Source: an optimization exercise on an open RTL-to-GDS flow (aim: small area). Production flows keep margins and buffers that such runs may drop.
Where RTL was checked, it was by simulation tests only, not by an equivalence proof against the original.

==> trial 37: inputs <==
## vid_sram_banked
module vid_sram_banked #(
    parameter int DEPTH      = 12,
    parameter int ADDR_SPACE = 4,
    parameter int Q          = 16,
    parameter int VID_BW     = 16,
    parameter int RD_LAT     = 3
) (
    input  logic                  clk,
    input  logic                  rst_n,
    input  logic                  wsb,
    input  logic [Q-1:0]          wmask,
    input  logic [ADDR_SPACE-1:0] waddr,
    input  logic [VID_BW*Q-1:0]   wdata,
    input  logic                  rsb,
    input  logic [ADDR_SPACE-1:0] raddr,
    output logic [VID_BW*Q-1:0]   rdata,
    output logic                  rvalid,
    output logic                  collision,
    output logic                  oob_err
);
==> module vid_sram_banked, before the edit <==
module vid_sram_banked #(
    parameter int DEPTH      = 12,
    parameter int ADDR_SPACE = 4,
    parameter int Q          = 16,
    parameter int VID_BW     = 16,
    parameter int RD_LAT     = 3
) (
    input  logic                  clk,
    input  logic                  rst_n,
    input  logic                  wsb,
    input  logic [Q-1:0]          wmask,
    input  logic [ADDR_SPACE-1:0] waddr,
    input  logic [VID_BW*Q-1:0]   wdata,
    input  logic                  rsb,
    input  logic [ADDR_SPACE-1:0] raddr,
    output logic [VID_BW*Q-1:0]   rdata,
    output logic                  rvalid,
    output logic                  collision,
    output logic                  oob_err
);
    localparam int W = VID_BW * Q;
    logic             rd_en, wr_req, rd_in_range, wr_in_range;
    logic [DEPTH-1:0] rsel;     
    logic [DEPTH-1:0] wsel;     
    logic [W-1:0]     mem [DEPTH];
    logic [W-1:0]     rd_word;
    logic [W-1:0]      pipe_data [RD_LAT];
    logic [RD_LAT-1:0] pipe_vld;
    assign rd_en       = ~rsb;
    assign wr_req      = ~wsb;
    assign rd_in_range = (raddr < DEPTH);
    assign wr_in_range = (waddr < DEPTH);
    always_comb begin
        for (int w = 0; w < DEPTH; w++) begin
            rsel[w] = (raddr == w);
            wsel[w] = wr_req & (waddr == w);
        end
    end
    for (genvar w = 0; w < DEPTH; w++) begin : g_word
        for (genvar l = 0; l < Q; l++) begin : g_lane
            always_ff @(posedge clk) begin
                if (wsel[w] & wmask[l])
                    mem[w][l*VID_BW +: VID_BW] <= wdata[l*VID_BW +: VID_BW];
            end
        end
    end
    always_comb begin
        rd_word = '0;
        for (int w = 0; w < DEPTH; w++)
            rd_word = rd_word | ({W{rsel[w]}} & mem[w]);
    end
    always_ff @(posedge clk) begin
        pipe_data[0] <= rd_word;
        for (int s = 1; s < RD_LAT; s++)
            pipe_data[s] <= pipe_data[s-1];
    end
    always_ff @(posedge clk or negedge rst_n) begin
        if (!rst_n) begin
            pipe_vld  <= '0;
            collision <= 1'b0;
            oob_err   <= 1'b0;
        end else begin
            pipe_vld  <= {pipe_vld[RD_LAT-2:0], rd_en};
            collision <= rd_en & wr_req & rd_in_range & (raddr == waddr);
            oob_err   <= (rd_en & ~rd_in_range) | (wr_req & ~wr_in_range);
        end
    end
    assign rdata  = pipe_data[RD_LAT-1];
    assign rvalid = pipe_vld[RD_LAT-1];
endmodule
Settings: LEC_CHECK=0, CAP_MARGIN=20, CORE_MARGIN=2, CORE_UTILIZATION=50, SLEW_MARGIN=20; clock period 5.0 ns.
run.sh (not shown) runs the stock make flow with config.mk's settings and CLKGATE_MAP_FILE= SYNTH_SCRIPT=/design/flow/synth_recipe.tcl, a recipe that flattens the netlist after the stock synthesis.
==> inputs of build 26, as changes to trial 37 <==
--- a/flow/design.v
+++ b/flow/design.v
@@ -40,5 +40,12 @@
         for (genvar l = 0; l < Q; l++) begin : g_lane
+            logic              we, we_n;
+            logic [VID_BW-1:0] nxt;
+            assign we   = wsel[w] & wmask[l];
+            assign we_n = ~we;
+            for (genvar b = 0; b < VID_BW; b++) begin : g_bit
+                vsb_hold u_hold (.q(mem[w][l*VID_BW+b]), .d(wdata[l*VID_BW+b]), .en(we), .en_n(we_n),
+                                 .y(nxt[b]));
+            end
             always_ff @(posedge clk) begin
-                if (wsel[w] & wmask[l])
-                    mem[w][l*VID_BW +: VID_BW] <= wdata[l*VID_BW +: VID_BW];
+                mem[w][l*VID_BW +: VID_BW] <= nxt;
             end
@@ -46,6 +53,8 @@
     end
-    always_comb begin
-        rd_word = '0;
-        for (int w = 0; w < DEPTH; w++)
-            rd_word = rd_word | ({W{rsel[w]}} & mem[w]);
+    for (genvar b = 0; b < W; b++) begin : g_rbit
+        logic [DEPTH-1:0] col;
+        for (genvar w = 0; w < DEPTH; w++) begin : g_col
+            assign col[w] = mem[w][b];
+        end
+        vsb_rdmux #(.N(DEPTH)) u_mux (.sel(rsel), .d(col), .y(rd_word[b]));
     end
@@ -70 +79,36 @@
 endmodule
+module vsb_rdmux #(
+    parameter int N = 12
+) (
+    input  logic [N-1:0] sel,
+    input  logic [N-1:0] d,
+    output logic         y
+);
+    logic [3:0] g;
+    for (genvar i = 0; i < 4; i++) begin : g_grp
+        vsb_aoi222 u_aoi (.a(sel[3*i +: 3]), .b(d[3*i +: 3]), .y(g[i]));
+    end
+    vsb_nand4 u_nand (.a(g), .y(y));
+endmodule
+module vsb_aoi222 (
+    input  logic [2:0] a,
+    input  logic [2:0] b,
+    output logic       y
+);
+    assign y = ~|(a & b);
+endmodule
+module vsb_nand4 (
+    input  logic [3:0] a,
+    output logic       y
+);
+    assign y = ~&a;
+endmodule
+module vsb_hold (
+    input  logic q,
+    input  logic d,
+    input  logic en,
+    input  logic en_n,
+    output logic y
+);
+    assign y = (q & en_n) | (d & en);
+endmodule
==> flow/flow/run.sh (new file) <==
#!/bin/bash
# The standard layout (standard.sh, the standard flow's own ORFS run, with its standard synthesis), with
# two changes: the port buffers are the smallest buffer cell, and clock tree synthesis uses
# clkbuf_8 leaf clusters of up to 16 sinks and inserts no dummy loads.
set -euo pipefail
CTS_ARGS="-sink_clustering_enable -repair_clock_nets -dont_use_dummy_load -buf_list sky130_fd_sc_hd__clkbuf_8 -sink_clustering_size 16 -sink_clustering_max_diameter 50"
BUFFER_PORTS_ARGS="-buffer_cell sky130_fd_sc_hd__buf_1"
export CTS_ARGS BUFFER_PORTS_ARGS
bash standard.sh "CTS_ARGS=$CTS_ARGS" "BUFFER_PORTS_ARGS=$BUFFER_PORTS_ARGS" finish > standard_make.log 2>&1
==> flow/standard.sh (new file) <==
#!/bin/bash
# synth_recipe.tcl (not shown) runs the flow's synth.tcl, then flattens the netlist and writes it again
# the make line also repeats each setting of config.mk as NAME=value (left out here)
make -C /OpenROAD-flow-scripts/flow DESIGN_CONFIG=/design/flow/config.mk WORK_HOME=/design/flow/orfs CLKGATE_MAP_FILE= SYNTH_SCRIPT=/design/flow/synth_recipe.tcl "${@:-finish}"
--- a/flow/config.mk
+++ b/flow/config.mk
@@ -9,3 +9,5 @@
 export CORE_MARGIN = 2
-export CORE_UTILIZATION = 50
+export CORE_UTILIZATION = 60
 export SLEW_MARGIN = 20
+export SYNTH_HIERARCHICAL = 1
+export SYNTH_MINIMUM_KEEP_SIZE = 0
removed: flow/run.sh
==> inputs of trial 14, as changes to trial 37 <==
--- a/flow/design.v
+++ b/flow/design.v
@@ -40,5 +40,12 @@
         for (genvar l = 0; l < Q; l++) begin : g_lane
+            logic              we, we_n;
+            logic [VID_BW-1:0] nxt;
+            assign we_n = ~(wsel[w] & wmask[l]);
+            vsb_inv u_we (.a(we_n), .y(we));
+            for (genvar b = 0; b < VID_BW; b++) begin : g_bit
+                vsb_hold u_hold (.q(mem[w][l*VID_BW+b]), .d(wdata[l*VID_BW+b]), .en(we), .en_n(we_n),
+                                 .y(nxt[b]));
+            end
             always_ff @(posedge clk) begin
-                if (wsel[w] & wmask[l])
-                    mem[w][l*VID_BW +: VID_BW] <= wdata[l*VID_BW +: VID_BW];
+                mem[w][l*VID_BW +: VID_BW] <= nxt;
             end
@@ -46,6 +53,8 @@
     end
-    always_comb begin
-        rd_word = '0;
-        for (int w = 0; w < DEPTH; w++)
-            rd_word = rd_word | ({W{rsel[w]}} & mem[w]);
+    for (genvar b = 0; b < W; b++) begin : g_rbit
+        logic [DEPTH-1:0] col;
+        for (genvar w = 0; w < DEPTH; w++) begin : g_col
+            assign col[w] = mem[w][b];
+        end
+        vsb_rdmux #(.N(DEPTH)) u_mux (.sel(rsel), .d(col), .y(rd_word[b]));
     end
@@ -70 +79,42 @@
 endmodule
+module vsb_rdmux #(
+    parameter int N = 12
+) (
+    input  logic [N-1:0] sel,
+    input  logic [N-1:0] d,
+    output logic         y
+);
+    logic [3:0] g;
+    for (genvar i = 0; i < 4; i++) begin : g_grp
+        vsb_aoi222 u_aoi (.a(sel[3*i +: 3]), .b(d[3*i +: 3]), .y(g[i]));
+    end
+    vsb_nand4 u_nand (.a(g), .y(y));
+endmodule
+module vsb_aoi222 (
+    input  logic [2:0] a,
+    input  logic [2:0] b,
+    output logic       y
+);
+    assign y = ~|(a & b);
+endmodule
+module vsb_nand4 (
+    input  logic [3:0] a,
+    output logic       y
+);
+    assign y = ~&a;
+endmodule
+module vsb_hold (
+    input  logic q,
+    input  logic d,
+    input  logic en,
+    input  logic en_n,
+    output logic y
+);
+    assign y = (q & en_n) | (d & en);
+endmodule
+module vsb_inv (
+    input  logic a,
+    output logic y
+);
+    assign y = ~a;
+endmodule
==> flow/flow/run.sh (new file) <==
#!/bin/bash
# The standard layout (standard.sh, the standard flow's own ORFS run, with its standard synthesis), with
# two changes: the port buffers are the smallest buffer cell, and clock tree synthesis uses
# clkbuf_8 leaf clusters of up to 16 sinks and inserts no dummy loads.
set -euo pipefail
CTS_ARGS="-sink_clustering_enable -repair_clock_nets -dont_use_dummy_load -buf_list sky130_fd_sc_hd__clkbuf_8 -sink_clustering_size 16 -sink_clustering_max_diameter 50"
BUFFER_PORTS_ARGS="-buffer_cell sky130_fd_sc_hd__buf_1"
export CTS_ARGS BUFFER_PORTS_ARGS
bash standard.sh "CTS_ARGS=$CTS_ARGS" "BUFFER_PORTS_ARGS=$BUFFER_PORTS_ARGS" finish > standard_make.log 2>&1
==> flow/standard.sh (new file) <==
#!/bin/bash
# synth_recipe.tcl (not shown) runs the flow's synth.tcl, then flattens the netlist and writes it again
# the make line also repeats each setting of config.mk as NAME=value (left out here)
make -C /OpenROAD-flow-scripts/flow DESIGN_CONFIG=/design/flow/config.mk WORK_HOME=/design/flow/orfs CLKGATE_MAP_FILE= SYNTH_SCRIPT=/design/flow/synth_recipe.tcl "${@:-finish}"
--- a/flow/config.mk
+++ b/flow/config.mk
@@ -9,3 +9,6 @@
 export CORE_MARGIN = 2
-export CORE_UTILIZATION = 50
+export CORE_UTILIZATION = 70
+export GPL_TIMING_DRIVEN = 0
 export SLEW_MARGIN = 20
+export SYNTH_HIERARCHICAL = 1
+export SYNTH_MINIMUM_KEEP_SIZE = 0
removed: flow/run.sh
==> inputs of build 73, as changes to trial 37 <==
--- a/flow/design.v
+++ b/flow/design.v
@@ -40,5 +40,12 @@
         for (genvar l = 0; l < Q; l++) begin : g_lane
+            logic              we, we_n;
+            logic [VID_BW-1:0] nxt;
+            assign we_n = ~(wsel[w] & wmask[l]);
+            vsb_inv u_we (.a(we_n), .y(we));
+            for (genvar b = 0; b < VID_BW; b++) begin : g_bit
+                vsb_hold u_hold (.q(mem[w][l*VID_BW+b]), .d(wdata[l*VID_BW+b]), .en(we), .en_n(we_n),
+                                 .y(nxt[b]));
+            end
             always_ff @(posedge clk) begin
-                if (wsel[w] & wmask[l])
-                    mem[w][l*VID_BW +: VID_BW] <= wdata[l*VID_BW +: VID_BW];
+                mem[w][l*VID_BW +: VID_BW] <= nxt;
             end
@@ -46,6 +53,8 @@
     end
-    always_comb begin
-        rd_word = '0;
-        for (int w = 0; w < DEPTH; w++)
-            rd_word = rd_word | ({W{rsel[w]}} & mem[w]);
+    for (genvar b = 0; b < W; b++) begin : g_rbit
+        logic [DEPTH-1:0] col;
+        for (genvar w = 0; w < DEPTH; w++) begin : g_col
+            assign col[w] = mem[w][b];
+        end
+        vsb_rdmux #(.N(DEPTH)) u_mux (.sel(rsel), .d(col), .y(rd_word[b]));
     end
@@ -70 +79,42 @@
 endmodule
+module vsb_rdmux #(
+    parameter int N = 12
+) (
+    input  logic [N-1:0] sel,
+    input  logic [N-1:0] d,
+    output logic         y
+);
+    logic [3:0] g;
+    for (genvar i = 0; i < 4; i++) begin : g_grp
+        vsb_aoi222 u_aoi (.a(sel[3*i +: 3]), .b(d[3*i +: 3]), .y(g[i]));
+    end
+    vsb_nand4 u_nand (.a(g), .y(y));
+endmodule
+module vsb_aoi222 (
+    input  logic [2:0] a,
+    input  logic [2:0] b,
+    output logic       y
+);
+    assign y = ~|(a & b);
+endmodule
+module vsb_nand4 (
+    input  logic [3:0] a,
+    output logic       y
+);
+    assign y = ~&a;
+endmodule
+module vsb_hold (
+    input  logic q,
+    input  logic d,
+    input  logic en,
+    input  logic en_n,
+    output logic y
+);
+    assign y = (q & en_n) | (d & en);
+endmodule
+module vsb_inv (
+    input  logic a,
+    output logic y
+);
+    assign y = ~a;
+endmodule
==> flow/flow/run.sh (new file) <==
#!/bin/bash
# The standard layout (standard.sh, the standard flow's own ORFS run, with its standard synthesis), with
# two changes: the port buffers are the smallest buffer cell, and clock tree synthesis uses
# clkbuf_8 leaf clusters of up to 12 sinks and inserts no dummy loads.
set -euo pipefail
CTS_ARGS="-sink_clustering_enable -repair_clock_nets -dont_use_dummy_load -buf_list sky130_fd_sc_hd__clkbuf_8 -sink_clustering_size 12 -sink_clustering_max_diameter 40"
BUFFER_PORTS_ARGS="-buffer_cell sky130_fd_sc_hd__buf_1"
export CTS_ARGS BUFFER_PORTS_ARGS
bash standard.sh "CTS_ARGS=$CTS_ARGS" "BUFFER_PORTS_ARGS=$BUFFER_PORTS_ARGS" finish > standard_make.log 2>&1
==> flow/standard.sh (new file) <==
#!/bin/bash
# synth_recipe.tcl (not shown) runs the flow's synth.tcl, then flattens the netlist and writes it again
# the make line also repeats each setting of config.mk as NAME=value (left out here)
make -C /OpenROAD-flow-scripts/flow DESIGN_CONFIG=/design/flow/config.mk WORK_HOME=/design/flow/orfs CLKGATE_MAP_FILE= SYNTH_SCRIPT=/design/flow/synth_recipe.tcl "${@:-finish}"
--- a/flow/config.mk
+++ b/flow/config.mk
@@ -9,3 +9,5 @@
 export CORE_MARGIN = 2
-export CORE_UTILIZATION = 50
+export CORE_UTILIZATION = 80
 export SLEW_MARGIN = 20
+export SYNTH_HIERARCHICAL = 1
+export SYNTH_MINIMUM_KEEP_SIZE = 0
removed: flow/run.sh
==> flow_summary.json <==
{
  "status": "timing/DRC/antenna clean",
  "antenna_found_initial": 105,
  "dr_wl_met2_microns": 171000,
  "pg_seq_mw": 39.7,
  "switching_share": 0.247,
  "dr_total_vias": 91520,
  "core-area_sq_mm": 0.195,
  "comb_cell_power_mw": 7.25,
  "n_all_inverters": 1
}
Source of the figures above: build 26

==> flow_summary.json <==
{
  "switching_share": 0.248,
  "status": "timing/DRC/antenna clean",
  "pg_seq_mw": 39.8,
  "comb_cell_power_mw": 7.43,
  "dr_total_vias": 94155,
  "start_util": 0.705,
  "core-area_sq_mm": 0.167
}
Source of the figures above: trial 14

==> flow_summary.json <==
{
  "status": "timing/DRC/antenna clean",
  "dr_wl_met2_microns": 169000,
  "core-area_sq_mm": 0.146,
  "n_all_inverters": 194,
  "dr_total_vias": 98409,
  "switching_share": 0.253
}
Source of the figures above: build 73

==> flow_summary.json <==
{
  "status": "timing/DRC/antenna clean",
  "comb_cell_power_mw": 3.82,
  "pg_seq_mw": 36.0,
  "switching_share": 0.221,
  "n_all_inverters": 36,
  "core-area_sq_mm": 0.262,
  "antenna_found_initial": 130,
  "dr_total_vias": 76999,
  "dr_wl_met2_microns": 206000
}
Source of the figures above: trial 37

The RTL of trial 37 was laid out without a check of its function.

==> re-timing with driven ports <==
Ports are ideal in the flow. The routed layouts listed here were re-timed in OpenROAD.
Step 1, drivers: a clkbuf_16 drives clk and a buf_2 each remaining input, both assumed.
Step 2 also shifts input and output timing later by t, the mid clock arrival at the registers, as if the neighbouring blocks saw the same clock.
Slacks: ideal / step 1 / step 2; pairs: ideal / step 1.
run | t (ns) | setup slack, ns | worst setup path after step 2 | latest minus earliest clock arrival (ns) | slew at the worst register clock pin (ns)
trial 37 | 1.024 | 1.506 / 1.582 / 0.558 | input to register | 0.114 / 0.114 | 0.07 / 0.07
build 26 | 1.159 | 1.857 / 1.850 / 0.690 | input to register | 0.072 / 0.073 | 0.11 / 0.11
trial 14 | 1.137 | 0.820 / 0.876 / -0.261 | input to register | 0.068 / 0.068 | 0.11 / 0.11
build 73 | 1.116 | 1.732 / 1.789 / 0.673 | input to register | 0.070 / 0.070 | 0.09 / 0.09
Met with ideal ports but missed after step 2: setup timing in trial 14. For build 26, which loses most, drivers alone change the setup slack by -0.007 ns; drivers and shift together by -1.167 ns.
